Source: an optimization exercise on an open RTL-to-GDS flow (aim: small area and few clock cycles per item). Production flows keep margins and buffers that such runs may drop. The RTL was checked by simulation tests, not by an equivalence proof against the original design.

Design ibfu_pipe, start of the top module:
module ibfu_pipe
#(
  parameter int W     = bfu_pkg::W_DEF,
  parameter int FRAC  = bfu_pkg::FRAC_DEF,
  parameter int SCALE = 1
) (
  input  logic         clk,
  input  logic         rst,
  input  logic         in_valid,
  output logic         in_ready,
  input  logic [W-1:0] a_r_in,
  input  logic [W-1:0] a_i_in,
  input  logic [W-1:0] b_r_in,
  input  logic [W-1:0] b_i_in,
  input  logic [W-1:0] tw_r,
  input  logic [W-1:0] tw_i,
  output logic         out_valid,
  input  logic         out_ready,
  output logic [W-1:0] a_r_out,
  output logic [W-1:0] a_i_out,
  output logic [W-1:0] b_r_out,
  output logic [W-1:0] b_i_out,
  output logic         ovf
);
  logic         adv1, adv2;
  logic [W:0]   sum_r, sum_i, dif_r, dif_i, sd, sw, dw;
  logic [W-1:0] y_r, y_i;
  logic         re_run0, re_run1, im_run0, im_run1;
  logic [3:0]   run_q;
  logic         ovf_now;
  logic         v1_q, v2_q, ovf_q;
  logic [W-1:0] a1_r_q, a1_i_q, d_r_q, d_i_q, w_r_q;
  logic [W:0]   sd_q, sw_q, dw_q;
  logic [W-1:0] a2_r_q, a2_i_q, b_r_q, b_i_q;
  assign adv2     = ~v2_q | out_ready;
  assign adv1     = ~v1_q | adv2;
  assign in_ready = adv1;
  cs_add33 u_sum_r (.a({a_r_in[W-1], a_r_in}), .b({b_r_in[W-1], b_r_in}),    .ci(1'b0), .s(sum_r));
  cs_add33 u_sum_i (.a({a_i_in[W-1], a_i_in}), .b({b_i_in[W-1], b_i_in}),    .ci(1'b0), .s(sum_i));
  bk_add33 u_dif_r (.a({a_r_in[W-1], a_r_in}), .b(~{b_r_in[W-1], b_r_in}),   .ci(1'b1), .s(dif_r));
  bk_add33 u_dif_i (.a({a_i_in[W-1], a_i_in}), .b(~{b_i_in[W-1], b_i_in}),   .ci(1'b1), .s(dif_i));
  bk_add33 u_sd    (.a({dif_r[W], dif_r[W:1]}), .b({dif_i[W], dif_i[W:1]}), .ci(1'b0), .s(sd));
  ...
Settings: LEC_CHECK=0, ABC_AREA=1, CAP_MARGIN=5, CORE_MARGIN=2, CORE_UTILIZATION=65, CTS_BUF_LIST=sky130_fd_sc_hd__clkbuf_8, CTS_CLUSTER_DIAMETER=100, CTS_CLUSTER_SIZE=15, PLACE_DENSITY=0.75, SLEW_MARGIN=5, SYNTH_HIERARCHICAL=1; clock period 10.0 ns.
standard.sh (not shown) runs the stock make flow with config.mk's settings and CLKGATE_MAP_FILE= SYNTH_SCRIPT=/design/flow/synth_recipe.tcl, a recipe that flattens the netlist after the stock synthesis.
==> flow/flow/run.sh <==
#!/bin/bash
# The standard layout flow, with the port buffers made from the smallest
# buffer cell (sky130_fd_sc_hd__buf_1) instead of the one buffer_ports picks.
set -e
export BUFFER_PORTS_ARGS="-buffer_cell sky130_fd_sc_hd__buf_1"
cp standard.sh standard_sh.log
bash standard.sh > standard_flow.log 2>&1
Testbench counts at the start, summed over its fixed seeds: cycles 12,016, items 12,000.
Edit:
--- a/flow/config.mk
+++ b/flow/config.mk
@@ -13,2 +12,0 @@
-export CTS_CLUSTER_DIAMETER = 100
-export CTS_CLUSTER_SIZE = 15
=> The changed run completed without violations. Routed wire length climbs by 0.50%. Core utilization rises by 0.55 points. Synthesized cell count stays the same. Global-route usage went up by 0.28 points. Clock skew came out lower by 0.0037 ns. Worst hold slack loses 0.0067 ns. Setup slack gains 0.031 ns. Register-to-register slack is better by 0.02 ns. Via count went up by 0.76%.
Edit:
--- a/flow/flow/run.sh
+++ b/flow/flow/run.sh
@@ -3 +3,3 @@
-# buffer cell (sky130_fd_sc_hd__buf_1) instead of the one buffer_ports picks.
+# buffer cell (sky130_fd_sc_hd__buf_1) instead of the one buffer_ports picks,
+# and ORFS's power recovery (downsizing gates off the critical paths) after
+# global routing.
@@ -5,0 +8 @@
+export RECOVER_POWER=100
Effect: The new run finished with capacitance limit, slew limit left. Synthesized area stays the same. Worst hold slack stays flat. Fmax fell by 4.2%. Design area is about the same. Critical path depth rose by 1. Synthesized cell count is unchanged. Core utilization went down by 0.16 points. First-iteration DRC count is higher by 2.9%.

==> afterwards: timing with drivers on the ports <==
The results above use ideal ports. As a check the final layouts listed here were re-extracted and re-timed, cells and wires unchanged. Step 1: set_driving_cell puts a clkbuf_16 on clk and a buf_2 on each other input, an assumption about the parent block. Step 2 moves the port delays by t, midway between the first and last clock arrival at a register: inputs arrive t later, outputs are due t later. That takes back most of the time a late clock gives input paths. Slacks: ideal ports / drivers / drivers and shift; pairs: ideal ports / drivers.
run | shift t [ns] | setup slack, ns | latest minus earliest clock arrival (ns) | worst data-port slew with drivers (ns)
the first run | 0.826 | 0.903 / 0.968 / 0.142 | 0.085 / 0.086 | 0.17
the second run | 0.873 | 0.934 / 0.996 / 0.122 | 0.075 / 0.075 | 0.15
the third run | 0.875 | 0.541 / 0.598 / -0.277 | 0.069 / 0.068 | 0.15
The setup slack of the third run, which loses most, moves by +0.057 ns with the drivers and by -0.818 ns with both steps.
